From an optimization exercise on the open Yosys and OpenROAD flow, aimed at small area, a short achievable clock period and few clock cycles; shortcuts taken in it are not production practice.
RTL that was checked went through simulation tests only; none was proved equivalent to the original.
The RTL of runs 3 to 6 was laid out without a check of its function.
No activity file was given, so power comes from the tool's default toggle rates.

File: design/flow/run.sh
#!/bin/bash
# synth_recipe.tcl (not shown) runs the flow's synth.tcl, then flattens the netlist and writes it again
# the make line also repeats each setting of config.mk as NAME=value (left out here)
make -C /OpenROAD-flow-scripts/flow DESIGN_CONFIG=/design/flow/config.mk WORK_HOME=/design/flow/orfs CLKGATE_MAP_FILE= SYNTH_SCRIPT=/design/flow/synth_recipe.tcl finish
File: design/flow/config.mk
export PLATFORM = sky130hd
export DESIGN_NAME = clock_sync_top
export DESIGN_NICKNAME = clock_sync_top
export VERILOG_FILES = /design/flow/design.v
export SDC_FILE = /design/flow/constraint.sdc
export NUM_CORES = 4
export LEC_CHECK = 0
export CAP_MARGIN = 20
export CORE_MARGIN = 2
export CORE_UTILIZATION = 40
export PLACE_DENSITY = 0.6
export SETUP_SLACK_MARGIN = 5
export SLEW_MARGIN = 20
File: design/flow/constraint.sdc
create_clock -name core_clock -period 9.0 [get_ports {clk_i}]
set_input_delay 1.8000 -clock core_clock [delete_from_list [all_inputs] [get_ports {clk_i}]]
set_output_delay 1.8000 -clock core_clock [all_outputs]
set_load 0.01 [all_outputs]
File: design/flow/design.v
package clock_sync_pkg;
	typedef logic [15:0] stamp_t;
	typedef struct packed {
		logic [8-1:0] addr;
		logic [7:0]                data;
		logic                      we;
	} mbox_wr_t;
	typedef struct packed {
		stamp_t tx;
		stamp_t rx;
	} snapshot_t;
	typedef logic [4-1:0] node_mask_t;
	typedef struct packed {
		node_mask_t rx_ok;
		node_mask_t sync_ok;
		node_mask_t slave_rdy;
		node_mask_t scope_trigger;
	} node_status_t;
	typedef struct packed {
		stamp_t offset;
		stamp_t delay;
	} node_result_t;
	typedef node_result_t [4-1:0] result_array_t;
	typedef logic [2+1:0] stamp_addr_t;
endpackage
`timescale 1ns/1ps
module local_counter (
	input  logic                      clk_i,
	input  logic                      arst_n_i,
	input  logic [1:0]                snapshot_req_i,
	output clock_sync_pkg::stamp_t    count_o,
	output logic                      cycle_start_o,
	output logic [7:0]                snap_tx_o,
	output logic [7:0]                snap_rx_o
);
	logic [7:0] count;
	assign cycle_start_o = (count == 8'd199);
	assign count_o = {8'd0, count};
	always_ff @(posedge clk_i or negedge arst_n_i) begin
		if (!arst_n_i) begin
			count <= '0;
		end else begin
			count <= cycle_start_o ? 8'd0 : count + 8'd1;
		end
	end
	always_ff @(posedge clk_i or negedge arst_n_i) begin
		if (!arst_n_i) begin
			snap_tx_o <= '0;
			snap_rx_o <= '0;
		end else begin
			if (snapshot_req_i[0]) begin
				snap_tx_o <= count;
			end
			if (snapshot_req_i[1]) begin
				snap_rx_o <= count;
			end
		end
	end
endmodule
`timescale 1ns/1ps
module timestamp_store (
	input  logic                         clk_i,
	input  logic                         arst_n_i,
	input  logic [7:0]                   mbox_addr_i,
	input  logic [7:0]                   mbox_data_i,
	input  logic                         mbox_we_i,
	input  logic                         cycle_take_i,
	output logic [16*14-1:0]             stamps_o,
	output clock_sync_pkg::node_status_t status_next_o
);
	logic [7:0] stamp_lo [14];
	logic [7:0] stamp_hi [14];
	logic [2:0] flags [4];
	logic [3:0] rdy1;
	logic [3:0] rdy2;
	logic [3:0] chain_ok;
	logic [3:0] node_hit;
	logic [3:0] lo_hit;
	logic [3:0] hi_hit;
	logic [3:0] flag_hit;
	logic stamp_off;
	always_comb begin
		for (int n = 0; n < 4; n++) begin
			node_hit[n] = mbox_we_i && (mbox_addr_i[7:4] == 4'(n + 1));
		end
	end
	assign stamp_off = (mbox_addr_i[3:2] == 2'd1) || (mbox_addr_i[3:2] == 2'd2);
	assign lo_hit = node_hit & {4{stamp_off & ~mbox_addr_i[0]}};
	assign hi_hit = node_hit & {4{stamp_off & mbox_addr_i[0]}};
	assign flag_hit = node_hit & {4{mbox_addr_i[3:0] == 4'd2}};
	assign chain_ok = {rdy1[2:0] & rdy2[2:0], 1'b1};
	always_comb begin
		status_next_o = '0;
		for (int n = 0; n < 4; n++) begin
			status_next_o.rx_ok[n] = rdy1[n] & rdy2[n];
			status_next_o.sync_ok[n] = status_next_o.rx_ok[n] & flags[n][0];
			status_next_o.slave_rdy[n] = status_next_o.sync_ok[n] & flags[n][1];
			status_next_o.scope_trigger[n] = status_next_o.rx_ok[n] & flags[n][2];
		end
	end
	always_ff @(posedge clk_i or negedge arst_n_i) begin
		if (!arst_n_i) begin
			rdy1 <= '0;
			rdy2 <= '0;
			for (int n = 0; n < 4; n++) begin
				flags[n] <= '0;
			end
		end else if (cycle_take_i) begin
			rdy1 <= '0;
			rdy2 <= '0;
			for (int n = 0; n < 4; n++) begin
				flags[n] <= '0;
			end
		end else begin
			rdy1 <= rdy1 | (lo_hit & chain_ok);
			rdy2 <= rdy2 | (hi_hit & chain_ok & rdy1);
			for (int n = 0; n < 4; n++) begin
				if (flag_hit[n]) begin
					flags[n] <= mbox_data_i[2:0];
				end
			end
		end
	end
	always_ff @(posedge clk_i or negedge arst_n_i) begin
		if (!arst_n_i) begin
			for (int i = 0; i < 14; i++) begin
				stamp_lo[i] <= '0;
				stamp_hi[i] <= '0;
			end
		end else begin
			for (int i = 0; i < 14; i++) begin
				if (lo_hit[i / 4] && mbox_addr_i[2:1] == 2'(i % 4 + 2)) begin
					stamp_lo[i] <= mbox_data_i;
				end
				if (hi_hit[i / 4] && mbox_addr_i[2:1] == 2'(i % 4 + 2)) begin
					stamp_hi[i] <= mbox_data_i;
				end
			end
		end
	end
	always_comb begin
		for (int i = 0; i < 14; i++) begin
			stamps_o[16 * i +: 16] = {stamp_hi[i], stamp_lo[i]};
		end
	end
endmodule
`timescale 1ns/1ps
module offset_delay_calc (
	input  logic                          clk_i,
	input  logic                          arst_n_i,
	input  logic                          cycle_start_i,
	input  logic [7:0]                    snap_tx_i,
	input  logic [7:0]                    snap_rx_i,
	input  logic [16*14-1:0]              stamps_i,
	input  clock_sync_pkg::node_status_t  status_next_i,
	output logic                          cycle_take_o,
	output logic [4*32-1:0]     results_o,
	output clock_sync_pkg::node_status_t  status_o,
	output logic                          result_req_o,
	input  logic                          result_ack_i
);
	logic release_q;
	logic [4*32-1:0] results_next;
	assign cycle_take_o = cycle_start_i && !result_req_o && !release_q;
	always_comb begin
		for (int k = 0; k < 4; k++) begin
			logic [15:0] t0, t1, a, b;
			t0 = stamps_i[16 * (4 * k) +: 16];
			t1 = stamps_i[16 * (4 * k + 1) +: 16];
			if (k == 0) begin
				a = {8'd0, snap_tx_i};
				b = {8'd0, snap_rx_i};
			end else begin
				a = stamps_i[16 * (4 * k - 2) +: 16];
				b = stamps_i[16 * (4 * k - 1) +: 16];
			end
			results_next[32 * k +: 16] = t0 - t1 - a + b;
			results_next[32 * k + 16 +: 16] = t0 + t1 - a - b;
		end
	end
	always_ff @(posedge clk_i) begin
		if (cycle_take_o) begin
			results_o <= results_next;
			status_o <= status_next_i;
		end
	end
	always_ff @(posedge clk_i or negedge arst_n_i) begin
		if (!arst_n_i) begin
			result_req_o <= 1'b0;
			release_q <= 1'b0;
		end else if (cycle_take_o) begin
			result_req_o <= 1'b1;
		end else if (result_req_o) begin
			if (result_ack_i) begin
				result_req_o <= 1'b0;
				release_q <= 1'b1;
			end
		end else if (release_q) begin
			if (!result_ack_i) begin
				release_q <= 1'b0;
			end
		end
	end
endmodule
`timescale 1ns/1ps
module clock_sync_top (
	input  logic                          clk_i,
	input  logic                          arst_n_i,
	input  logic [7:0]                    mbox_addr_i,
	input  logic [7:0]                    mbox_data_i,
	input  logic                          mbox_we_i,
	input  logic [1:0]                    snapshot_req_i,
	output logic [15:0]                   local_count_o,
	output logic [127:0]                  results_o,
	output logic [15:0]                   status_o,
	output logic                          result_req_o,
	input  logic                          result_ack_i
);
	logic cycle_start;
	logic cycle_take;
	logic [7:0] snap_tx;
	logic [7:0] snap_rx;
	logic [16*14-1:0] stamps;
	clock_sync_pkg::node_status_t status_next;
	local_counter u_local_counter (
		.clk_i          (clk_i),
		.arst_n_i       (arst_n_i),
		.snapshot_req_i (snapshot_req_i),
		.count_o        (local_count_o),
		.cycle_start_o  (cycle_start),
		.snap_tx_o      (snap_tx),
		.snap_rx_o      (snap_rx)
	);
	timestamp_store u_timestamp_store (
		.clk_i         (clk_i),
		.arst_n_i      (arst_n_i),
		.mbox_addr_i   (mbox_addr_i),
		.mbox_data_i   (mbox_data_i),
		.mbox_we_i     (mbox_we_i),
		.cycle_take_i  (cycle_take),
		.stamps_o      (stamps),
		.status_next_o (status_next)
	);
	offset_delay_calc u_offset_delay_calc (
		.clk_i         (clk_i),
		.arst_n_i      (arst_n_i),
		.cycle_start_i (cycle_start),
		.snap_tx_i     (snap_tx),
		.snap_rx_i     (snap_rx),
		.stamps_i      (stamps),
		.status_next_i (status_next),
		.cycle_take_o  (cycle_take),
		.results_o     (results_o),
		.status_o      (status_o),
		.result_req_o  (result_req_o),
		.result_ack_i  (result_ack_i)
	);
endmodule
==> flow_metrics.tcl, run 1 <==
set metrics [dict create \
    root_buffer "clkbuf_16" \
    synth_ff_type "dfrtp_1" \
    p_comb_share_pct 43.3 \
    grt_max_degree 163 \
    synth-seq-area-share_pct 41.5 \
    io_pins 183 \
    netlist_top_cells_count "444 x inv_1, 270 x dfrtp_1, 213 x fa_1" \
    avgSynthCellArea_um2 10.9 \
    viasPerCell 5.12 \
    netlist.area_leader.share_pct 25.3 \
    num_vias 18056 \
    synth_seq_cells 414 \
    htree_levels 2 \
    die-width_um 262 \
    hp-class "reg -> reg" \
    critPathSlowestCell "nor2_2" \
    hold_buffers 0 \
    path_cells "clkdlybuf4s50_1 -> nand2b_1 -> nor2_1 -> nand3b_1 -> nor2_2 -> mux2_2" \
    timing.fmax_mhz 253 \
    post-route-min-period_ns 3.96 \
    netlist_instances 2453 \
    io_buffer_count 174 \
    cts_setup_buffers 0 \
    drtAntennaViolNets 0 \
    clkLatencyLatePin_ns 0.60 \
    yosys.cell_count.top_type "inv_1" \
    coreArea_um2 66000 \
    drtIter0Drc 1235 \
    synth_cell_types 75 \
    hold_slack_ns 0.504 \
    status "finished clean" \
    p_leak_nw 13.9 \
    num-fill-cells 5972 \
    clkTransAtPathRegs_ns 0.06 \
    finalWirelength_um 61200 \
    post-route-worst-setup-slack_ns 5.04 \
    grt_pass1_vias 19046 \
    post-route-util_pct 47.1 \
    dieHeight_um 262 \
    dp_cells 3434 \
    cts_tree "done" \
    yosys_warnings 6 \
    fin_cells 3525 \
    fin_crit_sh_pct 44.0 \
    grt_overflow 0 \
    hpwl_um 45500 \
    p_clk_share_pct 26.8 \
    dp_slack_ns 4.13 \
    rows 94 \
    cts_num_sinks 414 \
    grt_pass1_wl_um 101000 \
    p_sw_mw 2.81 \
    pwr-share-seq_pct 29.9 \
    postLayoutCellArea_um2 31100 \
    firstDrtPassIters 5 \
    max_stage_delay_ns 0.72 \
    grt_use_total_pct 18.1 \
    clock_path_buffers 3 \
    skew_ns 0.0250 \
    total_power_mw 7.65 \
    tns_ns 0 \
    gp_congestion 0.897 \
    routedWlPerCell_um 17.4 \
    syn_area_um2 26700 \
    swShare_pct 36.7 \
    cp.required_ns 9.47 \
    final_nets 3005 \
    numCtsBuffers 48 \
    die_area_um2 68900 \
    worst_pin_slew_ns 1.00 \
    rsz0062_at_grt "true" \
    relSlewSlack_pct 33.3 \
    intPower_mw 4.84 \
    synthArstFlopShare_pct 65.2 \
    syn_to_final_growth_pct 16.2 \
    critPathKind "in -> reg" \
    slew_viol_final 0 \
    placed_cell_area_um2 29300 \
    cp-end-kind "flip-flop" \
    synth_edf_count 144 \
    antenna_found_initial 2 \
    setup_viol 0 \
    cts_resized 7 \
    hold_viol 0 \
    maxCapViolCount 0 \
    drc_errors 0 \
    floorplan.initialDensity_pct 40.5 \
    synth_top_area_cell "dfrtp_1" \
    synth_area_leaders "dfrtp_1 25%, edfxtp_1 16%, fa_1 16%" \
    cp_max_fo 15 \
    start_kind "input port" \
    drive_above_1_share_pct 10.0 \
    powerDensity_nw_per_um2 246 \
    cp_data_arrival_time_ns 4.43 \
    ir_drop_v 0.000156 \
]
[worst max-delay path: cells and delay by family]
kind                   cells  cell delay, ns
buffers and inverters      1            0.39
multiplexers               1            0.40
AND/OR/NAND/NOR            4            1.83
[power groups by stage]
stage / combinational, mW / clock [mW] / sequential, mW
2_1_floorplan: 2.50 / 0 / 2.30
3_3_place_gp: 3.19 / 0 / 2.32
3_5_place_dp: 3.26 / 0 / 2.32
4_1_cts: 3.30 / 2.11 / 2.29
5_1_grt: 3.73 / 2.18 / 2.30
6_report: 3.32 / 2.05 / 2.28
[logic make-up (layout without fill, tap and decap cells)]
group | count (synthesis) | count (layout) | synth area share (%)
other | 1 | 10 | 0.0140
adder cells (fa/ha/maj) | 364 | 364 | 23.0
flip-flops | 414 | 414 | 41.5
XOR/XNOR | 107 | 107 | 3.51
AO/OA/AOI/OAI | 449 | 449 | 10.6
multiplexers | 142 | 142 | 5.94
buffers and inverters | 518 | 717 | 7.43
AND/OR/NAND/NOR | 458 | 458 | 8.05
[metal layers]
metal	up-vias	track usage [%]	wire, µm
li1	8493	-	-
met1	9057	24.4	27700
met2	406	30.2	29100
met3	100	2.75	2950
met4	0	5.37	1430
met5	-	0	0
[cell type report]
class | count | area, µm² | share of cell area (%)
diodes | 2 | 5.00 | 0.0161
clock buffers | 66 | 1430 | 4.59
clock inverters | 23 | 244 | 0.786
inverters | 444 | 1670 | 5.37
multi-input cells | 1528 | 13700 | 44.2
flip-flops and latches | 414 | 11100 | 35.7
well taps | 864 | 1080 | 3.48
repair buffers | 184 | 1820 | 5.86
[path summary, 6_finish.rpt]
check	to	cells after the start	slack [ns]	start
max in group asynchronous	u_timestamp_store.stamp_hi[9][2]	2	6.31	arst_n_i
min in group asynchronous	u_timestamp_store.stamp_lo[12][0]	1	1.25	arst_n_i
setup / recovery	u_timestamp_store.stamp_hi[5][7]	6	5.04	mbox_addr_i[7]
setup reg to reg	u_offset_delay_calc.results_o[90]	13	5.20	u_timestamp_store.stamp_lo[6][0]
hold / removal	u_timestamp_store.stamp_lo[12][4]	1	0.50	u_timestamp_store.stamp_lo[12][4]
hold reg to reg	u_timestamp_store.stamp_lo[12][4]	1	0.50	u_timestamp_store.stamp_lo[12][4]
[flip-flops by register name (all words and copies together) (netlist names)]
| register | count |
|---|---|
| u_offset_delay_calc.status_o | 16 |
| u_timestamp_store.flags | 12 |
| u_timestamp_store.stamp_lo | 112 |
| u_timestamp_store.rdy1 | 4 |
| u_offset_delay_calc.release_q | 1 |
| u_local_counter.snap_rx_o | 8 |
| u_local_counter.snap_tx_o | 8 |
| u_local_counter.count | 8 |
| u_offset_delay_calc.results_o | 128 |
| u_timestamp_store.rdy2 | 4 |
| u_offset_delay_calc.result_req_o | 1 |
| u_timestamp_store.stamp_hi | 112 |
[cell usage in the layout, fill, tap and decap left out, types with 9 or more instances in the layout]
cell	count
clkdlybuf4s50_1	170
mux2_2	133
nor3_1	33
ha_1	150
nor2_1	91
and2_1	9
a21o_1	31
nand2b_1	14
mux2i_1	9
nor2b_1	23
o21ai_0	167
dfrtp_1	270
a211oi_1	16
o31a_1	9
inv_1	444
nor2_2	14
nand4_1	13
a31oi_1	18
nand3_1	38
xor2_1	21
xnor2_1	86
o21a_1	23
edfxtp_1	144
and3_1	15
clkbuf_16	53
nand2_1	168
a21oi_1	99
nor4_1	10
buf_4	9
o211ai_1	14
fa_1	213
Testbench counts, summed over its fixed seeds: cycles 240.
==> run 2, diff against run 1 <==
--- a/design/flow/config.mk
+++ b/design/flow/config.mk
@@ -9,5 +9,4 @@
 export CORE_MARGIN = 2
 export CORE_UTILIZATION = 40
 export PLACE_DENSITY = 0.6
-export SETUP_SLACK_MARGIN = 5
 export SLEW_MARGIN = 20
==> flow_metrics.tcl, run 2 <==
set metrics [dict create \
    firstDrtPassIters 5 \
    syn_area_um2 26700 \
    cp.required_ns 9.47 \
    grt_max_degree 163 \
    use_met3_pct 2.75 \
    fin_crit_sh_pct 47.7 \
    io_pins 183 \
    use_met1_pct 24.4 \
    drtIter0Drc 1218 \
    final_common_cell "inv_1" \
    clkLatencyLatePin_ns 0.60 \
    path_cells "clkdlybuf4s50_1 -> inv_1 -> ha_1 -> nor2b_1 -> nand3_1 -> nor2_1 -> mux2_2" \
    p_clk_share_pct 26.8 \
    yosys_warnings 6 \
    grt_pass1_vias 19037 \
    relSlewSlack_pct 28.3 \
    hold_slack_ns 0.504 \
    critPathSlowestCell "nor2_1" \
    p_sw_mw 2.81 \
    postLayoutCellArea_um2 31000 \
    powerDensity_nw_per_um2 247 \
    placed_cell_area_um2 29300 \
    p_leak_nw 13.9 \
    final_nets 3005 \
    rows 94 \
    grt_pass1_wl_um 101000 \
    clock_path_buffers 3 \
    top_register "u_offset_delay_calc.results_o" \
    hold_viol 0 \
    netlist_instances 2453 \
    cts_tree "done" \
    pwr-share-seq_pct 29.9 \
    root_buffer "clkbuf_16" \
    netlist_top_cells_count "444 x inv_1, 270 x dfrtp_1, 213 x fa_1" \
    busiest_layer "met2" \
    layout_common_cells "444 x inv_1, 270 x dfrtp_1, 213 x fa_1" \
    ir_drop_v 0.000156 \
    largest_reg_flops 128 \
    critPathKind "in -> reg" \
    max_stage_delay_ns 0.70 \
    clkTransAtPathRegs_ns 0.06 \
    synth_edf_count 144 \
    floorplan.initialDensity_pct 40.5 \
    num_vias 18117 \
    cp_data_arrival_time_ns 4.76 \
    timing.fmax_mhz 233 \
    start_kind "input port" \
    setup_viol 0 \
    maxCapViolCount 0 \
    hp-class "reg -> reg" \
    routedWlPerCell_um 17.4 \
    synth_seq_cells 414 \
    reg_top3 "u_offset_delay_calc.results_o: 128 flops, u_timestamp_store.stamp_hi: 112 flops, u_timestamp_store.stamp_lo: 112 flops" \
    yosys.cell_count.top_type "inv_1" \
    drc_errors 0 \
    finalWirelength_um 61300 \
    path_delay_family "simple AND/OR/NAND/NOR gates" \
    post-route-min-period_ns 4.29 \
    synth_cell_types 75 \
    synth_ff_type "dfrtp_1" \
    grt_use_met2_pct 30.2 \
    cts_setup_buffers 0 \
    syn_to_final_growth_pct 16.1 \
    viasPerCell 5.14 \
    die-width_um 262 \
    p_comb_share_pct 43.3 \
    slew_viol_final 0 \
    hpwl_um 45500 \
    drive_above_1_share_pct 9.48 \
    intPower_mw 4.84 \
    path_buf_inv 2 \
    grt_use_total_pct 18.1 \
    cp-end-kind "flip-flop" \
    total_power_mw 7.64 \
    numCtsBuffers 48 \
    swShare_pct 36.7 \
    antenna_found_initial 2 \
    tns_ns 0 \
    netlist.area_leader.share_pct 25.3 \
    worst_pin_slew_ns 1.07 \
    grt_overflow 0 \
    drtAntennaViolNets 0 \
    dieHeight_um 262 \
    synthArstFlopShare_pct 65.2 \
    synth_area_leaders "dfrtp_1 25%, edfxtp_1 16%, fa_1 16%" \
    synth-seq-area-share_pct 41.5 \
    synth_top_area_cell "dfrtp_1" \
    gp_congestion 0.897 \
    skew_ns 0.0255 \
    die_area_um2 68900 \
    avgSynthCellArea_um2 10.9 \
    htree_levels 2 \
    rsz0062_at_grt "false" \
    io_buffer_count 174 \
    cp_max_fo 15 \
    status "finished clean" \
    coreArea_um2 66000 \
    cts_resized 0 \
    hold_buffers 0 \
    cts_num_sinks 414 \
]
-- run 2: worst reg2reg max path, delay by kind of cell (launching register included) --
family | cells | cell delay (ns)
adders and majority gates | 4 | 1.63
DFF | 1 | 0.32
buffers and inverters | 4 | 0.31
and+or+nand+nor | 3 | 0.51
AOI/OAI and AO/OA | 3 | 0.97
-- run 2: path summary, 6_finish.rpt --
| kind | from | depth (start not counted) | slack [ns] | endpoint |
|---|---|---|---|---|
| max in group asynchronous | arst_n_i | 2 | 6.33 | u_timestamp_store.stamp_hi[5][1] |
| setup / recovery | mbox_addr_i[2] | 7 | 4.71 | u_timestamp_store.stamp_hi[7][7] |
| setup reg to reg | u_timestamp_store.stamp_lo[6][0] | 14 | 5.06 | u_offset_delay_calc.results_o[76] |
| hold / removal | u_timestamp_store.stamp_lo[12][4] | 1 | 0.50 | u_timestamp_store.stamp_lo[12][4] |
| hold reg to reg | u_timestamp_store.stamp_lo[12][4] | 1 | 0.50 | u_timestamp_store.stamp_lo[12][4] |
| min in group asynchronous | arst_n_i | 1 | 1.26 | u_timestamp_store.stamp_lo[12][0] |
-- run 2: kinds of logic after synthesis --
logic type                 count (synthesis)  share of synthesized area [%]
muxes                                    142                           5.94
adders and majority gates                364                           23.0
other                                      1                         0.0140
and+or+nand+nor                          458                           8.05
xor gates and xnor gates                 107                           3.51
buffers and inverters                    518                           7.43
AOI/OAI and AO/OA                        449                           10.6
DFF                                      414                           41.5
-- run 2: cell type report --
class	instances	area, µm²
multi-input cells	1528	13700
clock inverters	23	244
inverters	444	1670
diodes	2	5.00
flip-flops and latches	414	11100
repair buffers	184	1820
well taps	864	1080
clock buffers	66	1430
fillers	5976	35000
-- run 2: power by group through the flow --
| stage | registers (mW) | clock network [mW] | logic [mW] |
|---|---|---|---|
| after floorplan | 2.30 | 0 | 2.50 |
| after global placement | 2.32 | 0 | 3.19 |
| after detailed placement | 2.32 | 0 | 3.26 |
| after CTS | 2.29 | 2.11 | 3.30 |
| after global routing | 2.30 | 2.18 | 3.73 |
| final | 2.28 | 2.05 | 3.31 |
-- run 2: per-layer routing --
layer	vias up	part of all wire, %
li1	8482	-
met1	9084	45
met2	453	48
met3	98	5.2
met4	0	2.3
met5	-	0
-- run 2: per-stage QoR --
stage	cells	utilization, %	setup slack [ns]
2_1_floorplan	2460	-	5.17
3_3_place_gp	3434	44.4	4.19
3_5_place_dp	3434	44.4	4.13
4_1_cts	3523	47.0	4.77
5_1_grt	3523	47.0	4.50
6_report	3525	47.0	4.71
==> run 3, diff against run 2 <==
--- a/design/flow/design.v
+++ b/design/flow/design.v
@@ -162,6 +162,42 @@
 	logic release_q;
 	logic [4*32-1:0] results_next;
 	assign cycle_take_o = cycle_start_i && !result_req_o && !release_q;
+	function automatic logic [15:0] cpa(input logic [15:0] x, input logic [15:0] y);
+		logic [15:0] g, p, gn, pn, h;
+		g = x & y;
+		p = x ^ y;
+		h = p;
+		for (int l = 0; l < 4; l++) begin
+			gn = g; pn = p;
+			for (int i = 0; i < 16; i++) begin
+				if ((i % (2 << l)) == (2 << l) - 1) begin
+					gn[i] = g[i] | (p[i] & g[i - (1 << l)]);
+					pn[i] = p[i] & p[i - (1 << l)];
+				end
+			end
+			g = gn; p = pn;
+		end
+		for (int l = 2; l >= 0; l--) begin
+			gn = g; pn = p;
+			for (int i = 0; i < 16; i++) begin
+				if (i >= (2 << l) && (i % (2 << l)) == (1 << l) - 1 + 0 && ((i + 1) % (2 << l)) == (1 << l)) begin
+					gn[i] = g[i] | (p[i] & g[i - (1 << l)]);
+					pn[i] = p[i] & p[i - (1 << l)];
+				end
+			end
+			g = gn; p = pn;
+		end
+		cpa = h ^ {g[14:0], 1'b0};
+	endfunction
+	function automatic logic [15:0] add4(input logic [15:0] p, input logic [15:0] q,
+			input logic [15:0] r, input logic [15:0] s, input logic [1:0] cin);
+		logic [15:0] s1, c1, s2, c2;
+		s1 = p ^ q ^ r;
+		c1 = {(p[14:0] & q[14:0]) | (p[14:0] & r[14:0]) | (q[14:0] & r[14:0]), cin[0]};
+		s2 = s1 ^ c1 ^ s;
+		c2 = {(s1[14:0] & c1[14:0]) | (s1[14:0] & s[14:0]) | (c1[14:0] & s[14:0]), cin[1]};
+		add4 = cpa(s2, c2);
+	endfunction
 	always_comb begin
 		for (int k = 0; k < 4; k++) begin
 			logic [15:0] t0, t1, a, b;
@@ -174,8 +210,8 @@
 				a = stamps_i[16 * (4 * k - 2) +: 16];
 				b = stamps_i[16 * (4 * k - 1) +: 16];
 			end
-			results_next[32 * k +: 16] = t0 - t1 - a + b;
-			results_next[32 * k + 16 +: 16] = t0 + t1 - a - b;
+			results_next[32 * k +: 16] = add4(t0, ~t1, ~a, b, 2'b11);
+			results_next[32 * k + 16 +: 16] = add4(t0, t1, ~a, ~b, 2'b11);
 		end
 	end
 	always_ff @(posedge clk_i) begin
==> design/flow/flow/run.sh (new file) <==
#!/bin/bash
set -euo pipefail
bash standard.sh finish \
  MATCH_CELL_FOOTPRINT=0 \
  "BUFFER_PORTS_ARGS=-buffer_cell sky130_fd_sc_hd__buf_2" \
  > flow_make.log 2>&1
==> design/flow/standard.sh (new file) <==
#!/bin/bash
# synth_recipe.tcl (not shown) runs the flow's synth.tcl, then flattens the netlist and writes it again
# the make line also repeats each setting of config.mk as NAME=value (left out here)
make -C /OpenROAD-flow-scripts/flow DESIGN_CONFIG=/design/flow/config.mk WORK_HOME=/design/flow/orfs CLKGATE_MAP_FILE= SYNTH_SCRIPT=/design/flow/synth_recipe.tcl "${@:-finish}"
--- a/design/flow/config.mk
+++ b/design/flow/config.mk
@@ -9,4 +9,5 @@
 export CORE_MARGIN = 2
 export CORE_UTILIZATION = 40
 export PLACE_DENSITY = 0.6
+export SETUP_SLACK_MARGIN = 5
 export SLEW_MARGIN = 20
removed: design/flow/run.sh
==> flow_metrics.tcl, run 3 <==
set metrics [dict create \
    reg_top3 "u_offset_delay_calc.results_o: 128 flops, u_timestamp_store.stamp_hi: 112 flops, u_timestamp_store.stamp_lo: 112 flops" \
    ir_drop_v 0.000134 \
    die-width_um 256 \
    hpwl_um 40400 \
    critPathKind "reg -> reg" \
    floorplan.initialDensity_pct 40.3 \
    post-route-min-period_ns 3.85 \
    cp-end-kind "flip-flop" \
    gp_congestion 0.786 \
    cts_num_sinks 414 \
    synth_ff_type "dfrtp_1" \
    post-route-worst-setup-slack_ns 5.15 \
    post-route-util_pct 45.8 \
    netlist_top_cells_count "455 x inv_1, 270 x dfrtp_1, 268 x fa_1" \
    grt_pass1_wl_um 88900 \
    grt_overflow 0 \
    numCtsBuffers 47 \
    coreArea_um2 63000 \
    clock_path_buffers 3 \
    synth_cell_types 53 \
    maxCapViolCount 0 \
    finalWirelength_um 55200 \
    antenna_found_initial 3 \
    cp_data_arrival_time_ns 4.17 \
    io_pins 183 \
    synthArstFlopShare_pct 65.2 \
    synth_edf_count 144 \
    path_delay_family "adder cells" \
    critPathSlowestCell "fa_1" \
    cp-startpoint "u_timestamp_store.stamp_lo[2][1]" \
    hold_buffers 0 \
    rows 92 \
    syn_to_final_growth_pct 13.7 \
    skew_ns 0.0223 \
    fin_crit_sh_pct 42.8 \
    rsz0062_at_grt "true" \
    synth_area_leaders "dfrtp_1 27%, fa_1 21%, edfxtp_1 17%" \
    total_power_mw 6.48 \
    r2r_start "u_timestamp_store.stamp_lo[2][1]" \
    cp.required_ns 9.32 \
    crit_top_cell "fa_1" \
    grt_use_total_pct 17.3 \
    path_buf_inv 0 \
    setup_viol 0 \
    yosys_warnings 6 \
    hold_viol 0 \
    clkTransAtPathRegs_ns 0.06 \
    p_leak_nw 13.2 \
    firstDrtPassIters 4 \
    routedWlPerCell_um 17.9 \
    clkLatencyLatePin_ns 0.59 \
    drc_errors 0 \
    netlist_instances 2008 \
    top_register "u_offset_delay_calc.results_o" \
    worst_pin_slew_ns 1.09 \
    path_cells "fa_1 -> fa_1 -> fa_1 -> nand3_1 -> a21oi_1 -> and3b_1 -> o31ai_1 -> fa_1 -> xor2_1 -> xnor2_1 -> xnor2_1" \
    syn_area_um2 25400 \
    max_stage_delay_ns 0.61 \
    layout_common_cells "455 x inv_1, 270 x dfrtp_1, 266 x fa_1" \
    largest_reg_flops 128 \
    diodes 0 \
    viasPerCell 4.82 \
    powerDensity_nw_per_um2 225 \
    drtAntennaViolNets 0 \
    tns_ns 0 \
    drtIter0Drc 836 \
    timing.fmax_mhz 260 \
    grt_max_degree 165 \
    final_common_cell "inv_1" \
    final_nets 2617 \
    drive_above_1_share_pct 22.5 \
    htree_levels 2 \
    netlist.area_leader.share_pct 26.6 \
    synth_top_area_cell "dfrtp_1" \
    num_vias 14825 \
    synth-seq-area-share_pct 43.6 \
    avgSynthCellArea_um2 12.6 \
    relSlewSlack_pct 26.4 \
    slew_viol_final 0 \
    root_buffer "clkbuf_16" \
    synth_seq_cells 414 \
    hp-class "reg -> reg" \
    io_buffer_count 174 \
    yosys.cell_count.top_type "inv_1" \
    cts_tree "done" \
    grt_pass1_vias 16222 \
    dp_slack_ns 4.73 \
    cp_max_fo 4 \
    dieHeight_um 256 \
    hold_start "u_timestamp_store.stamp_lo[0][5]" \
    die_area_um2 65500 \
    status "finished clean" \
    start_kind "flip-flop" \
]
run 3: cell types whose count changed in the layout (fill, tap and decap cells not counted), moves of 18 or more:
| cell | change |
|---|---|
| clkdlybuf4s50_1 | -170 |
| mux2_2 | +71 |
| buf_2 | +170 |
| nand2_1 | -108 |
| fa_1 | +53 |
| nor2_1 | -84 |
| nor3_1 | -29 |
| nor2b_1 | -18 |
| o21ai_0 | -117 |
| xnor2_1 | -31 |
| a21oi_1 | -49 |
run 3: metrics by stage:
step           instances  area [µm²]  hold slack (ns)
2_1_floorplan       2015       25400            0.478
3_3_place_gp        2989       27200            0.488
3_5_place_dp        2989       27200            0.493
4_1_cts             3076       28800            0.507
5_1_grt             3077       28900            0.511
6_report            3077       28900            0.505
run 3: logic make-up (layout without fill, tap and decap cells):
logic type,count (synthesis),in the layout,share of synthesized area [%]
mux,207,207,9.17
other cells,1,8,0.0148
simple gates,224,224,4.86
buf+inv,505,721,7.67
compound gates,168,168,3.91
flops,414,414,43.6
fa+ha+maj,403,403,27.8
xor+xnor,86,86,2.97
run 3: cell type report:
class / instances / area, µm²
clock buffers: 62 / 1350
clock inverters: 25 / 275
flip-flops and latches: 414 / 11100
well taps: 846 / 1060
repair buffers: 179 / 943
multi-input cells: 1096 / 12400
inverters: 455 / 1710
fillers: 5713 / 34100
run 3: worst paths after layout:
kind,endpoint,slack [ns],cells past startpoint
max in group asynchronous,u_timestamp_store.stamp_lo[10][2],6.28,2
hold / removal,u_timestamp_store.stamp_lo[0][5],0.50,1
setup reg to reg,u_offset_delay_calc.results_o[47],5.15,11
min in group asynchronous,u_timestamp_store.stamp_hi[7][3],1.28,1
hold reg to reg,u_timestamp_store.stamp_lo[0][5],0.50,1
setup / recovery,u_offset_delay_calc.results_o[47],5.15,11
run 3: where the power goes:
group / total [mW] / internal (mW) / switching [mW]
Clock: 2.00 / 1.20 / 0.804
Combinational: 2.22 / 0.969 / 1.25
Sequential: 2.26 / 2.20 / 0.0586
run 3: layer usage:
layer  global-route usage [%]  up-vias  part of all wire [%]
met5                        0        -                 0.049
li1                         -     6766                     -
met3                     3.44      103                   4.5
met4                     5.51        4                   3.2
met2                     29.8      270                    50
met1                     21.8     7682                    42
run 3: what timing repair did:
action	in CTS	in global routing
buffers inserted	0	1
setup endpoints to repair	1	5
gates resized for setup	2	11
pin swaps	0	2
==> run 4, diff against run 3 <==
==> design/flow/flow/run.sh (replaced) <==
#!/bin/bash
set -euo pipefail
bash standard.sh finish \
  MATCH_CELL_FOOTPRINT=0 SETUP_SLACK_MARGIN=5.6 \
  "BUFFER_PORTS_ARGS=-buffer_cell sky130_fd_sc_hd__buf_2" \
  > flow_make.log 2>&1
--- a/design/flow/config.mk
+++ b/design/flow/config.mk
@@ -9,5 +9,4 @@
 export CORE_MARGIN = 2
 export CORE_UTILIZATION = 40
 export PLACE_DENSITY = 0.6
-export SETUP_SLACK_MARGIN = 5
 export SLEW_MARGIN = 20
==> flow_metrics.tcl, run 4 <==
set metrics [dict create \
    status "finished clean" \
    drtIter0Drc 700 \
    drive_above_1_share_pct 37.5 \
    regToRegSetupSlack_ns 5.38 \
    total_power_mw 7.41 \
    cp-end-kind "flip-flop" \
    floorplan.initialDensity_pct 40.3 \
    post-route-min-period_ns 3.62 \
    firstDrtPassIters 5 \
    netlist_instances 2008 \
    final_common_cell "inv_1" \
    reg_top3 "u_offset_delay_calc.results_o: 128 flops, u_timestamp_store.stamp_hi: 112 flops, u_timestamp_store.stamp_lo: 112 flops" \
    clkTransAtPathRegs_ns 0.06 \
    grt_max_degree 86 \
    setup_viol 0 \
    grt_use_total_pct 18.1 \
    relSlewSlack_pct 37.3 \
    coreArea_um2 63000 \
    critPathKind "reg -> reg" \
    synth_edf_count 144 \
    skew_ns 0.0191 \
    powerDensity_nw_per_um2 237 \
    fin_crit_sh_pct 40.2 \
    gp_congestion 0.817 \
    ir_drop_v 0.000131 \
    cts_tree "done" \
    cp_max_fo 3 \
    num_vias 15355 \
    synth-seq-area-share_pct 43.6 \
    drtAntennaViolNets 0 \
    hp-class "reg -> reg" \
    grt_pass1_wl_um 93300 \
    rsz0062_at_grt "true" \
    start_kind "flip-flop" \
    netlist_top_cells_count "455 x inv_1, 270 x dfrtp_1, 268 x fa_1" \
    io_buffer_count 174 \
    avgSynthCellArea_um2 12.6 \
    crit_end "u_offset_delay_calc.results_o[63]" \
    grt_pass1_vias 16829 \
    synthArstFlopShare_pct 65.2 \
    top_register "u_offset_delay_calc.results_o" \
    cp-startpoint "u_timestamp_store.stamp_hi[5][0]" \
    p_leak_nw 14.0 \
    root_buffer "clkbuf_16" \
    antenna_found_initial 4 \
    dieHeight_um 256 \
    syn_to_final_growth_pct 23.0 \
    hold_viol 0 \
    synth_area_leaders "dfrtp_1 27%, fa_1 21%, edfxtp_1 17%" \
    reg2reg_to "u_offset_delay_calc.results_o[63]" \
    numCtsBuffers 47 \
    maxCapViolCount 0 \
    synth_seq_cells 414 \
    cts_num_sinks 414 \
    htree_levels 2 \
    syn_area_um2 25400 \
    post-route-util_pct 49.6 \
    finalWirelength_um 58100 \
    r2r_start "u_timestamp_store.stamp_hi[5][0]" \
    routedWlPerCell_um 18.2 \
    synth_cell_types 53 \
    io_pins 183 \
    die-width_um 256 \
    clkLatencyLatePin_ns 0.59 \
    viasPerCell 4.81 \
    synth_top_area_cell "dfrtp_1" \
    largest_reg_flops 128 \
    cp_data_arrival_time_ns 3.95 \
    r2r_cells 13 \
    worst_pin_slew_ns 0.940 \
    cp.required_ns 9.33 \
    hpwl_um 41300 \
    die_area_um2 65500 \
    grt_overflow 0 \
    timing.fmax_mhz 276 \
    yosys.cell_count.top_type "inv_1" \
    netlist.area_leader.share_pct 26.6 \
    drc_errors 0 \
    slew_viol_final 0 \
    tns_ns 0 \
    rows 92 \
    yosys_warnings 6 \
    clock_path_buffers 3 \
    final_nets 2728 \
    synth_ff_type "dfrtp_1" \
    layout_common_cells "391 x inv_1, 268 x dfrtp_1, 208 x fa_1" \
]
==> run 4: per-stage QoR <==
stage	instances	instance area, µm²	setup WS [ns]	hold WS (ns)
final	3190	31200	5.38	0.505
after global routing	3190	31200	5.24	0.525
after CTS	3154	30500	5.36	0.508
after detailed placement	2993	27500	4.85	0.493
after global placement	2993	27500	4.94	0.490
after floorplan	2015	25800	5.54	0.478
==> run 4: timing repair <==
item / CTS / global route
setup endpoints to repair: 76 / 126
endpoints found under the hold margin: 0 / 0
pin swaps: 143 / 78
buffers inserted: 73 / 35
hold buffers: 0 / 0
resized for setup: 148 / 126
==> run 4: worst min path at each step <==
stage | startpoint | to | slack [ns] | cells past startpoint
2_1_floorplan | u_timestamp_store.flags[2][1] | u_timestamp_store.flags[2][1] | 0.48 | 2
3_3_place_gp | u_timestamp_store.stamp_hi[0][0] | u_timestamp_store.stamp_hi[0][0] | 0.49 | 1
3_5_place_dp | u_timestamp_store.stamp_hi[12][5] | u_timestamp_store.stamp_hi[12][5] | 0.49 | 1
4_1_cts | u_timestamp_store.stamp_hi[12][5] | u_timestamp_store.stamp_hi[12][5] | 0.51 | 1
5_1_grt | u_timestamp_store.stamp_lo[12][3] | u_timestamp_store.stamp_lo[12][3] | 0.53 | 1
6_report | u_timestamp_store.stamp_hi[12][5] | u_timestamp_store.stamp_hi[12][5] | 0.51 | 1
==> run 4: routing by layer <==
| metal | vias to the layer above | track usage (%) | share of wire, % |
|---|---|---|---|
| met2 | 266 | 31.1 | 51 |
| met3 | 70 | 3.69 | 4.7 |
| li1 | 6981 | - | - |
| met1 | 8034 | 23.3 | 42 |
| met5 | - | 0 | 0.046 |
| met4 | 4 | 4.58 | 2.2 |
==> run 4: power by group <==
part / internal, mW / total [mW] / switching [mW] / leakage, nW
logic: 1.48 / 3.08 / 1.59 / 8.28
registers: 2.20 / 2.26 / 0.0585 / 4.83
clock network: 1.25 / 2.08 / 0.827 / 0.855
total: 4.93 / 7.41 / 2.48 / 14.0
==> run 4: worst max-delay path, cell delays in order, from the launching register on <==
cell	delay (ns)
dfrtp_1	0.42
inv_1	0.08
fa_1	0.53
inv_1	0.05
fa_1	0.51
ha_1	0.25
a21oi_2	0.19
o21ai_2	0.10
a31oi_2	0.23
o31ai_4	0.13
fa_2	0.41
xor2_2	0.17
xnor2_2	0.14
xnor2_1	0.14
==> run 4: cell families after synthesis <==
kind of cell	share of synthesized area, %
buf+inv	7.67
flops	43.6
fa+ha+maj	27.8
simple gates	4.86
mux	9.17
compound gates	3.91
xor+xnor	2.97
other cells	0.0148
==> run 4: area by class of cell <==
type	count	area, µm²
Multi-Input combinational cell	1096	13900
Antenna cell	1	2.50
Clock inverter	21	219
Clock buffer	67	1490
Tap cell	846	1060
Fill cell	5441	31700
Inverter	455	1710
Timing Repair Buffer	290	1800
Sequential cell	414	11100
==> run 5, diff against run 4 <==
==> design/flow/flow/run.sh (replaced) <==
#!/bin/bash
set -euo pipefail
bash standard.sh finish \
  MATCH_CELL_FOOTPRINT=0 SETUP_SLACK_MARGIN=6.2 \
  "BUFFER_PORTS_ARGS=-buffer_cell sky130_fd_sc_hd__buf_2" \
  > flow_make.log 2>&1
==> flow_metrics.tcl, run 5 <==
set metrics [dict create \
    status "finished clean" \
    grt_use_total_pct 18.5 \
    cp_max_fo 3 \
    hold_slack_ns 0.504 \
    worst_pin_slew_ns 0.902 \
    num_vias 15569 \
    critPathKind "reg -> reg" \
    ir_drop_v 0.000145 \
    netlist_top_cells_count "455 x inv_1, 270 x dfrtp_1, 268 x fa_1" \
    routedWlPerCell_um 18.6 \
    p_leak_nw 14.5 \
    grt_use_met2_pct 32.1 \
    die_area_um2 65500 \
    hold_viol 0 \
    busiest_layer "met2" \
    placed_cell_area_um2 28700 \
    rsz0062_at_grt "true" \
    finalWirelength_um 60000 \
    rows 92 \
    tns_ns 0 \
    hp-class "reg -> reg" \
    synth_area_leaders "dfrtp_1 27%, fa_1 21%, edfxtp_1 17%" \
    relSlewSlack_pct 39.9 \
    syn_area_um2 25400 \
    final_nets 2767 \
    top_register "u_offset_delay_calc.results_o" \
    cp_data_arrival_time_ns 3.95 \
    postLayoutCellArea_um2 32800 \
    synth_top_area_cell "dfrtp_1" \
    clkTransAtPathRegs_ns 0.06 \
    cp.required_ns 9.29 \
    grt_max_degree 147 \
    path_buf_inv 1 \
    setup_viol 0 \
    post-route-util_pct 52.0 \
    slew_viol_final 0 \
    root_buffer "clkbuf_16" \
    io_pins 183 \
    path_delay_family "adder cells" \
    dieHeight_um 256 \
    path_depth 12 \
    netlist.area_leader.share_pct 26.6 \
    synthAdderAreaFrac_pct 27.8 \
    post-route-worst-setup-slack_ns 5.34 \
    diodes 0 \
    firstDrtPassIters 5 \
    drtAntennaViolNets 0 \
    io_buffer_count 174 \
    post-route-min-period_ns 3.66 \
    max_stage_delay_ns 0.62 \
    cts_tree "done" \
    largest_reg_flops 128 \
    grt_pass1_wl_um 95500 \
    r2r_cells 12 \
    htree_levels 2 \
    synth-xor-area-share_pct 2.97 \
    synth_edf_count 144 \
    drive_above_1_share_pct 40.4 \
    antenna_found_initial 2 \
    gp_congestion 0.789 \
    synth_seq_cells 414 \
    grt_pass1_vias 17312 \
    fin_crit_sh_pct 40.7 \
    yosys_warnings 6 \
    critPathSlowestCell "fa_2" \
    powerDensity_nw_per_um2 233 \
    grt_overflow 0 \
    synth-seq-area-share_pct 43.6 \
    synthMuxAreaShare_pct 9.17 \
    final_common_cell "inv_1" \
    dp_cells 2990 \
    maxCapViolCount 0 \
    cp-end-kind "flip-flop" \
    total_power_mw 7.65 \
    synth_cell_types 53 \
    synth-simple-area-share_pct 4.86 \
    yosys.cell_count.top_type "inv_1" \
    reg2reg_to "u_offset_delay_calc.results_o[63]" \
    use_met3_pct 3.29 \
    dp_slack_ns 4.99 \
    regToRegSetupSlack_ns 5.34 \
    synth_ff_type "dfrtp_1" \
    r2r_start "u_timestamp_store.stamp_lo[2][3]" \
    synthArstFlopShare_pct 65.2 \
    floorplan.initialDensity_pct 40.3 \
    start_kind "flip-flop" \
    cp-startpoint "u_timestamp_store.stamp_lo[2][3]" \
    drtIter0Drc 662 \
    cts_num_sinks 414 \
    path_cells "fa_2 -> inv_2 -> fa_1 -> ha_4 -> a21oi_4 -> a21oi_2 -> and3b_2 -> o31ai_4 -> fa_2 -> xor2_1 -> xnor2_1 -> xnor2_1" \
    syn_to_final_growth_pct 29.0 \
    avgSynthCellArea_um2 12.6 \
    fin_cells 3227 \
    synth-compound-area-share_pct 3.91 \
    viasPerCell 4.82 \
    drc_errors 0 \
    layout_common_cells "408 x inv_1, 257 x dfrtp_1, 194 x fa_1" \
    netlist_instances 2008 \
    use_met1_pct 23.9 \
    synth_top_family_by_area "adder cells" \
    timing.fmax_mhz 273 \
    reg_top3 "u_offset_delay_calc.results_o: 128 flops, u_timestamp_store.stamp_hi: 112 flops, u_timestamp_store.stamp_lo: 112 flops" \
    clkLatencyLatePin_ns 0.58 \
    coreArea_um2 63000 \
    clock_path_buffers 3 \
    crit_end "u_offset_delay_calc.results_o[63]" \
    hpwl_um 40900 \
    numCtsBuffers 48 \
    num-fill-cells 5372 \
    die-width_um 256 \
    skew_ns 0.0104 \
]
run 5: power breakdown:
group          switching, mW  total [mW]  internal [mW]
registers             0.0574        2.26           2.20
logic                   1.70        3.35           1.66
clock network          0.792        2.04           1.25
run 5: per-layer routing:
| metal | up-vias | share of wire [%] |
|---|---|---|
| met5 | - | 0.043 |
| met4 | 4 | 2.5 |
| met2 | 261 | 51 |
| met1 | 8173 | 43 |
| met3 | 86 | 3.9 |
| li1 | 7045 | - |
run 5: layout make-up:
type / instances / area [µm²] / share of cell area [%]
clock buffer: 73 / 1440 / 4.40
clock inverter: 15 / 205 / 0.626
inverter: 455 / 1720 / 5.25
multi-input combinational: 1096 / 14700 / 45.0
sequential: 414 / 11100 / 33.9
tap: 846 / 1060 / 3.23
timing repair buffer: 328 / 2510 / 7.66
run 5: cell families (layout without fill, tap and decap cells):
| kind of cell | Yosys count | count (layout) |
|---|---|---|
| AOI/OAI and AO/OA | 168 | 168 |
| xor gates and xnor gates | 86 | 86 |
| adders and majority gates | 403 | 403 |
| buffers and inverters | 505 | 871 |
| DFF | 414 | 414 |
| muxes | 207 | 207 |
| other | 1 | 8 |
| and+or+nand+nor | 224 | 224 |
run 5: worst min path at each step:
stage                     cells after the start  slack, ns                         startpoint                                end
after floorplan                               2       0.48      u_timestamp_store.flags[2][1]      u_timestamp_store.flags[2][1]
after global placement                        1       0.49   u_timestamp_store.stamp_hi[0][3]   u_timestamp_store.stamp_hi[0][3]
after detailed placement                      1       0.49   u_timestamp_store.stamp_hi[0][0]   u_timestamp_store.stamp_hi[0][0]
after CTS                                     1       0.51   u_timestamp_store.stamp_lo[8][0]   u_timestamp_store.stamp_lo[8][0]
after global routing                          1       0.52  u_timestamp_store.stamp_hi[12][3]  u_timestamp_store.stamp_hi[12][3]
final                                         1       0.50   u_timestamp_store.stamp_lo[8][0]   u_timestamp_store.stamp_lo[8][0]
run 5: timing repair:
action	CTS	global route
resized for setup	163	94
hold buffers	0	0
gates cloned	0	2
buffers inserted	89	57
pin swaps	105	75
setup endpoints to repair	540	582
==> run 6, diff against run 5 <==
==> design/flow/run.sh (new file) <==
#!/bin/bash
# synth_recipe.tcl (not shown) runs the flow's synth.tcl, then flattens the netlist and writes it again
# the make line also repeats each setting of config.mk as NAME=value (left out here)
make -C /OpenROAD-flow-scripts/flow DESIGN_CONFIG=/design/flow/config.mk WORK_HOME=/design/flow/orfs CLKGATE_MAP_FILE= SYNTH_SCRIPT=/design/flow/synth_recipe.tcl finish
--- a/design/flow/config.mk
+++ b/design/flow/config.mk
@@ -9,4 +9,5 @@
 export CORE_MARGIN = 2
 export CORE_UTILIZATION = 40
 export PLACE_DENSITY = 0.6
+export SETUP_SLACK_MARGIN = 5
 export SLEW_MARGIN = 20
removed: design/flow/flow/run.sh
removed: design/flow/standard.sh
==> flow_metrics.tcl, run 6 <==
set metrics [dict create \
    status "finished clean" \
    yosys_warnings 6 \
    hold_start "u_timestamp_store.stamp_hi[0][4]" \
    drc_errors 0 \
    critPathSlowestCell "clkdlybuf4s50_1" \
    gp_congestion 0.814 \
    netlist_top_cells_count "455 x inv_1, 270 x dfrtp_1, 268 x fa_1" \
    routedWlPerCell_um 17.6 \
    grt_use_total_pct 17.0 \
    netlist_instances 2008 \
    synth_ff_type "dfrtp_1" \
    grt_max_degree 124 \
    final_nets 2629 \
    cp.required_ns 9.45 \
    post-route-util_pct 47.4 \
    layout_common_cells "455 x inv_1, 268 x dfrtp_1, 264 x fa_1" \
    yosys.cell_count.top_type "inv_1" \
    numCtsBuffers 48 \
    synth_area_leaders "dfrtp_1 27%, fa_1 21%, edfxtp_1 17%" \
    drtIter0Drc 796 \
    cts_tree "done" \
    max_stage_delay_ns 0.66 \
    hold_end "u_timestamp_store.stamp_hi[0][4]" \
    rows 92 \
    path_cells "clkdlybuf4s50_1 -> inv_1 -> ha_1 -> nand2b_1 -> nor2_1 -> nand2_2 -> mux2_2" \
    synth_top_area_cell "dfrtp_1" \
    synth_edf_count 144 \
    p_leak_nw 13.3 \
    die_area_um2 65500 \
    top_register "u_offset_delay_calc.results_o" \
    r2r_cells 11 \
    maxCapViolCount 0 \
    hold_viol 0 \
    tns_ns 0 \
    reg_top3 "u_offset_delay_calc.results_o: 128 flops, u_timestamp_store.stamp_hi: 112 flops, u_timestamp_store.stamp_lo: 112 flops" \
    grt_pass1_wl_um 88300 \
    hp-class "reg -> reg" \
    regToRegSetupSlack_ns 5.07 \
    cts_num_sinks 414 \
    total_power_mw 6.46 \
    post-route-min-period_ns 3.98 \
    fin_cells 3089 \
    grt_overflow 0 \
    drtAntennaViolNets 0 \
    viasPerCell 4.80 \
    rsz0062_at_grt "true" \
    reg2reg_to "u_offset_delay_calc.results_o[15]" \
    regArea_um2 11100 \
    largest_reg_flops 128 \
    path_delay_family "simple AND/OR/NAND/NOR gates" \
    syn_area_um2 25400 \
    grt_pass1_vias 16182 \
    num_vias 14824 \
    cp-startpoint "mbox_addr_i[2]" \
    clkLatencyLatePin_ns 0.58 \
    setup_viol 0 \
    ir_drop_v 0.000112 \
    critPathKind "in -> reg" \
    fin_crit_sh_pct 44.3 \
    hpwl_um 40500 \
    holdPathStages 1 \
    relSlewSlack_pct 31.9 \
    hold_buffers 0 \
    syn_to_final_growth_pct 17.5 \
    htree_levels 2 \
    cp-end-kind "flip-flop" \
    skew_ns 0.0105 \
    finalWirelength_um 54300 \
    timing.fmax_mhz 251 \
    dieHeight_um 256 \
    synthArstFlopShare_pct 65.2 \
    io_buffer_count 174 \
    synth_cell_types 53 \
    clock_path_buffers 3 \
    drive_above_1_share_pct 15.7 \
    avgSynthCellArea_um2 12.6 \
    cp_data_arrival_time_ns 4.43 \
    synth_seq_cells 414 \
    path_buf_inv 2 \
    die-width_um 256 \
    multi_input_area_um2 12500 \
    cp_max_fo 10 \
    synth-seq-area-share_pct 43.6 \
    root_buffer "clkbuf_16" \
    firstDrtPassIters 5 \
    final_common_cell "inv_1" \
    antenna_found_initial 3 \
    dp_cells 3000 \
    cts_setup_buffers 0 \
    num-fill-cells 5585 \
    diodes 0 \
    io_pins 183 \
    netlist.area_leader.share_pct 26.6 \
    start_kind "input port" \
    slew_viol_final 0 \
    coreArea_um2 63000 \
    floorplan.initialDensity_pct 40.3 \
    clkTransAtPathRegs_ns 0.06 \
    r2r_start "u_local_counter.snap_tx_o[3]" \
    worst_pin_slew_ns 1.02 \
    powerDensity_nw_per_um2 216 \
]
run 6: cell counts after synthesis:
No cell type changed its count.
run 6: how the worst max path moves through the flow:
stage / endpoint / slack [ns] / cells after the start
2_1_floorplan: u_offset_delay_calc.results_o[0] / 5.32 / 5
3_3_place_gp: u_timestamp_store.stamp_lo[13][0] / 4.29 / 7
3_5_place_dp: u_timestamp_store.stamp_lo[13][7] / 4.17 / 7
4_1_cts: u_offset_delay_calc.results_o[95] / 5.02 / 12
5_1_grt: u_offset_delay_calc.results_o[15] / 4.86 / 11
6_report: u_timestamp_store.stamp_lo[11][6] / 5.02 / 7
run 6: worst register-to-register path, cell delays in order (launching register included):
cell,delay [ns]
dfrtp_1,0.43
fa_1,0.61
fa_1,0.44
ha_1,0.35
nand3_1,0.16
a21oi_2,0.25
a31o_2,0.26
a41oi_2,0.20
fa_1,0.43
xnor2_1,0.15
xnor2_1,0.26
xnor2_2,0.14
run 6: layout make-up:
cell class	instances	share of cell area, %
tap	846	3.55
clock buffer	70	4.75
multi-input combinational	1096	41.9
timing repair buffer	190	6.32
sequential	414	37.1
inverter	455	5.72
clock inverter	18	0.604
run 6: report_power, final:
part,total (mW),switching (mW),internal [mW]
Clock,1.97,0.791,1.18
Combinational,2.23,1.25,0.979
Sequential,2.26,0.0600,2.20
Total,6.46,2.10,4.36
run 6: metal layers:
metal  GRT usage [%]  part of all wire, %
met2            29.6                   51
met1            22.0                   43
met4            4.42                  2.2
met5               0                0.075
met3            3.08                  4.2
run 6: kinds of logic after synthesis:
group / Yosys count / share of synthesized area, %
multiplexers: 207 / 9.17
AO/OA/AOI/OAI: 168 / 3.91
AND/OR/NAND/NOR: 224 / 4.86
adder cells (fa/ha/maj): 403 / 27.8
other: 1 / 0.0148
buffers and inverters: 505 / 7.67
XOR/XNOR: 86 / 2.97
flip-flops: 414 / 43.6
run 6: timing repair:
item	CTS	global route
pin swaps	0	9
resized for setup	5	25
setup endpoints to repair	19	72
run 6: per-stage QoR:
step / area (µm²) / setup slack [ns] / hold WS [ns]
after CTS: 29700 / 5.02 / 0.507
final: 29800 / 5.02 / 0.506
after global routing: 29800 / 4.86 / 0.524
after detailed placement: 28100 / 4.17 / 0.493
after floorplan: 25400 / 5.32 / 0.478
after global placement: 28100 / 4.29 / 0.488
==> run 7, diff against run 6 <==
--- a/design/flow/design.v
+++ b/design/flow/design.v
@@ -30,7 +30,7 @@
 	input  logic [1:0]                snapshot_req_i,
 	output clock_sync_pkg::stamp_t    count_o,
 	output logic                      cycle_start_o,
-	output logic [7:0]                snap_tx_o,
+	output logic [7:0]                snap_tx_n_o,
 	output logic [7:0]                snap_rx_o
 );
 	logic [7:0] count;
@@ -45,11 +45,11 @@
 	end
 	always_ff @(posedge clk_i or negedge arst_n_i) begin
 		if (!arst_n_i) begin
-			snap_tx_o <= '0;
+			snap_tx_n_o <= '1;
 			snap_rx_o <= '0;
 		end else begin
 			if (snapshot_req_i[0]) begin
-				snap_tx_o <= count;
+				snap_tx_n_o <= ~count;
 			end
 			if (snapshot_req_i[1]) begin
 				snap_rx_o <= count;
@@ -74,20 +74,22 @@
 	logic [3:0] rdy1;
 	logic [3:0] rdy2;
 	logic [3:0] chain_ok;
-	logic [3:0] node_hit;
 	logic [3:0] lo_hit;
 	logic [3:0] hi_hit;
 	logic [3:0] flag_hit;
-	logic stamp_off;
+	logic [15:0] lo_en;
+	logic [15:0] hi_en;
 	always_comb begin
 		for (int n = 0; n < 4; n++) begin
-			node_hit[n] = mbox_we_i && (mbox_addr_i[7:4] == 4'(n + 1));
-		end
-	end
-	assign stamp_off = (mbox_addr_i[3:2] == 2'd1) || (mbox_addr_i[3:2] == 2'd2);
-	assign lo_hit = node_hit & {4{stamp_off & ~mbox_addr_i[0]}};
-	assign hi_hit = node_hit & {4{stamp_off & mbox_addr_i[0]}};
-	assign flag_hit = node_hit & {4{mbox_addr_i[3:0] == 4'd2}};
+			flag_hit[n] = mbox_we_i && (mbox_addr_i == 8'(16 + 16 * n + 2));
+			for (int k = 0; k < 4; k++) begin
+				lo_en[4 * n + k] = mbox_we_i && (mbox_addr_i == 8'(16 + 16 * n + 4 + 2 * k));
+				hi_en[4 * n + k] = mbox_we_i && (mbox_addr_i == 8'(16 + 16 * n + 5 + 2 * k));
+			end
+			lo_hit[n] = |lo_en[4 * n +: 4];
+			hi_hit[n] = |hi_en[4 * n +: 4];
+		end
+	end
 	assign chain_ok = {rdy1[2:0] & rdy2[2:0], 1'b1};
 	always_comb begin
 		status_next_o = '0;
@@ -124,16 +126,16 @@
 	always_ff @(posedge clk_i or negedge arst_n_i) begin
 		if (!arst_n_i) begin
 			for (int i = 0; i < 14; i++) begin
-				stamp_lo[i] <= '0;
-				stamp_hi[i] <= '0;
+				stamp_lo[i] <= (i % 4 == 2) ? 8'hff : 8'h00;
+				stamp_hi[i] <= (i % 4 == 2) ? 8'hff : 8'h00;
 			end
 		end else begin
 			for (int i = 0; i < 14; i++) begin
-				if (lo_hit[i / 4] && mbox_addr_i[2:1] == 2'(i % 4 + 2)) begin
-					stamp_lo[i] <= mbox_data_i;
-				end
-				if (hi_hit[i / 4] && mbox_addr_i[2:1] == 2'(i % 4 + 2)) begin
-					stamp_hi[i] <= mbox_data_i;
+				if (lo_en[i]) begin
+					stamp_lo[i] <= (i % 4 == 2) ? ~mbox_data_i : mbox_data_i;
+				end
+				if (hi_en[i]) begin
+					stamp_hi[i] <= (i % 4 == 2) ? ~mbox_data_i : mbox_data_i;
 				end
 			end
 		end
@@ -149,7 +151,7 @@
 	input  logic                          clk_i,
 	input  logic                          arst_n_i,
 	input  logic                          cycle_start_i,
-	input  logic [7:0]                    snap_tx_i,
+	input  logic [7:0]                    snap_tx_n_i,
 	input  logic [7:0]                    snap_rx_i,
 	input  logic [16*14-1:0]              stamps_i,
 	input  clock_sync_pkg::node_status_t  status_next_i,
@@ -180,7 +182,7 @@
 		for (int l = 2; l >= 0; l--) begin
 			gn = g; pn = p;
 			for (int i = 0; i < 16; i++) begin
-				if (i >= (2 << l) && (i % (2 << l)) == (1 << l) - 1 + 0 && ((i + 1) % (2 << l)) == (1 << l)) begin
+				if (i >= (2 << l) && ((i + 1) % (2 << l)) == (1 << l)) begin
 					gn[i] = g[i] | (p[i] & g[i - (1 << l)]);
 					pn[i] = p[i] & p[i - (1 << l)];
 				end
@@ -189,29 +191,36 @@
 		end
 		cpa = h ^ {g[14:0], 1'b0};
 	endfunction
-	function automatic logic [15:0] add4(input logic [15:0] p, input logic [15:0] q,
-			input logic [15:0] r, input logic [15:0] s, input logic [1:0] cin);
-		logic [15:0] s1, c1, s2, c2;
-		s1 = p ^ q ^ r;
-		c1 = {(p[14:0] & q[14:0]) | (p[14:0] & r[14:0]) | (q[14:0] & r[14:0]), cin[0]};
-		s2 = s1 ^ c1 ^ s;
-		c2 = {(s1[14:0] & c1[14:0]) | (s1[14:0] & s[14:0]) | (c1[14:0] & s[14:0]), cin[1]};
-		add4 = cpa(s2, c2);
+	function automatic logic [15:0] csa_s(input logic [15:0] x, input logic [15:0] y,
+			input logic [15:0] z);
+		csa_s = x ^ y ^ z;
+	endfunction
+	function automatic logic [15:0] csa_c(input logic [15:0] x, input logic [15:0] y,
+			input logic [15:0] z, input logic cin);
+		csa_c = {(x[14:0] & y[14:0]) | (x[14:0] & z[14:0]) | (y[14:0] & z[14:0]), cin};
 	endfunction
 	always_comb begin
 		for (int k = 0; k < 4; k++) begin
-			logic [15:0] t0, t1, a, b;
+			logic [15:0] t0, t1, an, b, s1, c1, s2, c2;
 			t0 = stamps_i[16 * (4 * k) +: 16];
 			t1 = stamps_i[16 * (4 * k + 1) +: 16];
 			if (k == 0) begin
-				a = {8'd0, snap_tx_i};
+				an = {8'hff, snap_tx_n_i};
 				b = {8'd0, snap_rx_i};
 			end else begin
-				a = stamps_i[16 * (4 * k - 2) +: 16];
+				an = stamps_i[16 * (4 * k - 2) +: 16];
 				b = stamps_i[16 * (4 * k - 1) +: 16];
 			end
-			results_next[32 * k +: 16] = add4(t0, ~t1, ~a, b, 2'b11);
-			results_next[32 * k + 16 +: 16] = add4(t0, t1, ~a, ~b, 2'b11);
+			s1 = csa_s(t0, an, b);
+			c1 = csa_c(t0, an, b, 1'b1);
+			s2 = csa_s(s1, c1, ~t1);
+			c2 = csa_c(s1, c1, ~t1, 1'b1);
+			results_next[32 * k +: 16] = cpa(s2, c2);
+			s1 = csa_s(t0, an, t1);
+			c1 = csa_c(t0, an, t1, 1'b1);
+			s2 = csa_s(s1, c1, ~b);
+			c2 = csa_c(s1, c1, ~b, 1'b1);
+			results_next[32 * k + 16 +: 16] = cpa(s2, c2);
 		end
 	end
 	always_ff @(posedge clk_i) begin
@@ -254,7 +263,7 @@
 );
 	logic cycle_start;
 	logic cycle_take;
-	logic [7:0] snap_tx;
+	logic [7:0] snap_tx_n;
 	logic [7:0] snap_rx;
 	logic [16*14-1:0] stamps;
 	clock_sync_pkg::node_status_t status_next;
@@ -264,7 +273,7 @@
 		.snapshot_req_i (snapshot_req_i),
 		.count_o        (local_count_o),
 		.cycle_start_o  (cycle_start),
-		.snap_tx_o      (snap_tx),
+		.snap_tx_n_o    (snap_tx_n),
 		.snap_rx_o      (snap_rx)
 	);
 	timestamp_store u_timestamp_store (
@@ -281,7 +290,7 @@
 		.clk_i         (clk_i),
 		.arst_n_i      (arst_n_i),
 		.cycle_start_i (cycle_start),
-		.snap_tx_i     (snap_tx),
+		.snap_tx_n_i   (snap_tx_n),
 		.snap_rx_i     (snap_rx),
 		.stamps_i      (stamps),
 		.status_next_i (status_next),
==> design/flow/flow/run.sh (new file) <==
#!/bin/bash
set -euo pipefail
bash standard.sh finish \
  MATCH_CELL_FOOTPRINT=0 \
  "BUFFER_PORTS_ARGS=-buffer_cell sky130_fd_sc_hd__buf_2" \
  > flow_make.log 2>&1
==> design/flow/standard.sh (new file) <==
#!/bin/bash
# synth_recipe.tcl (not shown) runs the flow's synth.tcl, then flattens the netlist and writes it again
# the make line also repeats each setting of config.mk as NAME=value (left out here)
make -C /OpenROAD-flow-scripts/flow DESIGN_CONFIG=/design/flow/config.mk WORK_HOME=/design/flow/orfs CLKGATE_MAP_FILE= SYNTH_SCRIPT=/design/flow/synth_recipe.tcl "${@:-finish}"
removed: design/flow/run.sh
==> flow_metrics.tcl, run 7 <==
set metrics [dict create \
    status "finished clean" \
    syn_area_um2 24800 \
    synthArstFlopShare_pct 65.2 \
    synth_cell_types 56 \
    worst_pin_slew_ns 1.07 \
    yosys_warnings 6 \
    synth_top_area_cell "fa_1" \
    grt_use_total_pct 17.6 \
    antenna_found_initial 11 \
    dieHeight_um 253 \
    synth_top_family_by_area "adder cells" \
    synthMuxAreaShare_pct 9.83 \
    top_register "u_offset_delay_calc.results_o" \
    cts_tree "done" \
    cp_max_fo 8 \
    drtAntennaViolNets 0 \
    dp_slack_ns 4.51 \
    p_leak_nw 12.9 \
    drive_above_1_share_pct 24.8 \
    avgSynthCellArea_um2 13.5 \
    cp_data_arrival_time_ns 4.36 \
    synth_edf_count 144 \
    cts_setup_buffers 0 \
    layout_common_cells "280 x inv_1, 275 x fa_1, 214 x dfrtp_1" \
    hold_buffers 0 \
    setup_viol 0 \
    routedWlPerCell_um 18.7 \
    coreArea_um2 61600 \
    synth_area_leaders "fa_1 22%, dfrtp_1 22%, edfxtp_1 17%" \
    num_vias 13967 \
    rsz0062_at_grt "false" \
    numCtsBuffers 48 \
    finalWirelength_um 54200 \
    reg_top3 "u_offset_delay_calc.results_o: 128 flops, u_timestamp_store.stamp_hi: 112 flops, u_timestamp_store.stamp_lo: 112 flops" \
    synth-simple-area-share_pct 4.73 \
    critPathKind "in -> reg" \
    io_pins 183 \
    viasPerCell 4.81 \
    yosys.cell_count.top_type "inv_1" \
    ir_drop_v 0.000128 \
    grt_max_degree 143 \
    start_kind "input port" \
    synth_seq_cells 414 \
    hold_viol 0 \
    rows 91 \
    synth-xor-area-share_pct 3.07 \
    die-width_um 253 \
    gp_congestion 0.817 \
    hold_slack_ns 0.492 \
    maxCapViolCount 0 \
    clkTransAtPathRegs_ns 0.05 \
    grt_overflow 0 \
    post-route-worst-setup-slack_ns 5.09 \
    drtIter0Drc 809 \
    die_area_um2 64100 \
    final_nets 2445 \
    hpwl_um 39900 \
    largest_reg_flops 128 \
    netlist_top_cells_count "280 x inv_1, 275 x fa_1, 214 x dfrtp_1" \
    cp.required_ns 9.46 \
    cts_num_sinks 414 \
    timing.fmax_mhz 256 \
    syn_to_final_growth_pct 13.7 \
    grt_pass1_vias 15304 \
    fin_cells 2901 \
    final_common_cell "inv_1" \
    slew_viol_final 0 \
    root_buffer "clkbuf_16" \
    synth-seq-area-share_pct 44.9 \
    floorplan.initialDensity_pct 40.3 \
    powerDensity_nw_per_um2 220 \
]
-- run 7: final timing paths --
kind / slack (ns) / to / startpoint / depth (start not counted)
max: 5.09 / u_timestamp_store.stamp_lo[9][3] / mbox_addr_i[3] / 5
min: 0.49 / u_timestamp_store.stamp_hi[2][7] / u_timestamp_store.stamp_hi[2][7] / 2
max reg2reg: 5.21 / u_offset_delay_calc.results_o[47] / u_timestamp_store.stamp_lo[2][1] / 11
min reg2reg: 0.49 / u_timestamp_store.stamp_hi[2][7] / u_timestamp_store.stamp_hi[2][7] / 2
max in group asynchronous: 6.86 / u_timestamp_store.stamp_lo[3][1] / arst_n_i / 2
min in group asynchronous: 1.07 / u_timestamp_store.stamp_lo[11][4] / arst_n_i / 1
-- run 7: cell type report --
cell class	count	area (µm²)	share of cell area, %
multi-input combinational	1098	12400	44.0
sequential	414	11200	39.5
clock buffer	72	1430	5.08
inverter	280	1050	3.72
tap	837	1050	3.71
timing repair buffer	180	958	3.39
clock inverter	16	164	0.580
antenna	4	10.0	0.0354
-- run 7: kinds of logic (layout without fill, tap and decap cells) --
kind of cell               count (synthesis)  count (layout)
adders and majority gates                402             402
buffers and inverters                    335             548
AOI/OAI and AO/OA                        156             156
DFF                                      414             414
and+or+nand+nor                          226             226
muxes                                    219             219
xor gates and xnor gates                  87              87
other                                      1              12
-- run 7: power breakdown --
group / switching [mW] / internal, mW / leakage [nW] / total, mW
clock network: 0.793 / 1.18 / 0.778 / 1.98
logic: 1.10 / 0.875 / 7.34 / 1.98
registers: 0.0649 / 2.19 / 4.82 / 2.25
-- run 7: critical path: stages --
cell,delay (ns)
buf_2,0.13
nand2b_1,0.21
nor3b_1,0.87
nor2b_1,0.93
mux2_2,0.42
-- run 7: timing repair --
item                       in CTS  in global routing
setup endpoints to repair       0                  1
gates resized for setup         0                  1
hold endpoints to repair        0                  0
-- run 7: through the flow --
step                      util, %  instance area [µm²]
final                        45.9                28200
after global routing         45.9                28200
after CTS                    45.8                28200
after detailed placement     43.2                26600
after global placement       43.2                26600
after floorplan                 -                24900
-- run 7: routing by layer --
metal | wire length, µm | GRT usage [%] | vias to the layer above
met5 | 102 | 0 | -
met4 | 1260 | 4.99 | 14
met3 | 2610 | 3.75 | 85
met2 | 25900 | 28.5 | 231
met1 | 24300 | 23.9 | 7223
li1 | - | - | 6414
Testbench counts of run 7, summed over its fixed seeds: cycles 240.

Re-timed with assumed drivers on the ports (clkbuf_16 on the clock, buf_2 on other inputs), run 7 has 5.080 ns of setup slack against 5.093 ns with ideal ports, and 4.445 ns once port delays also move by the mid clock arrival of 0.635 ns.
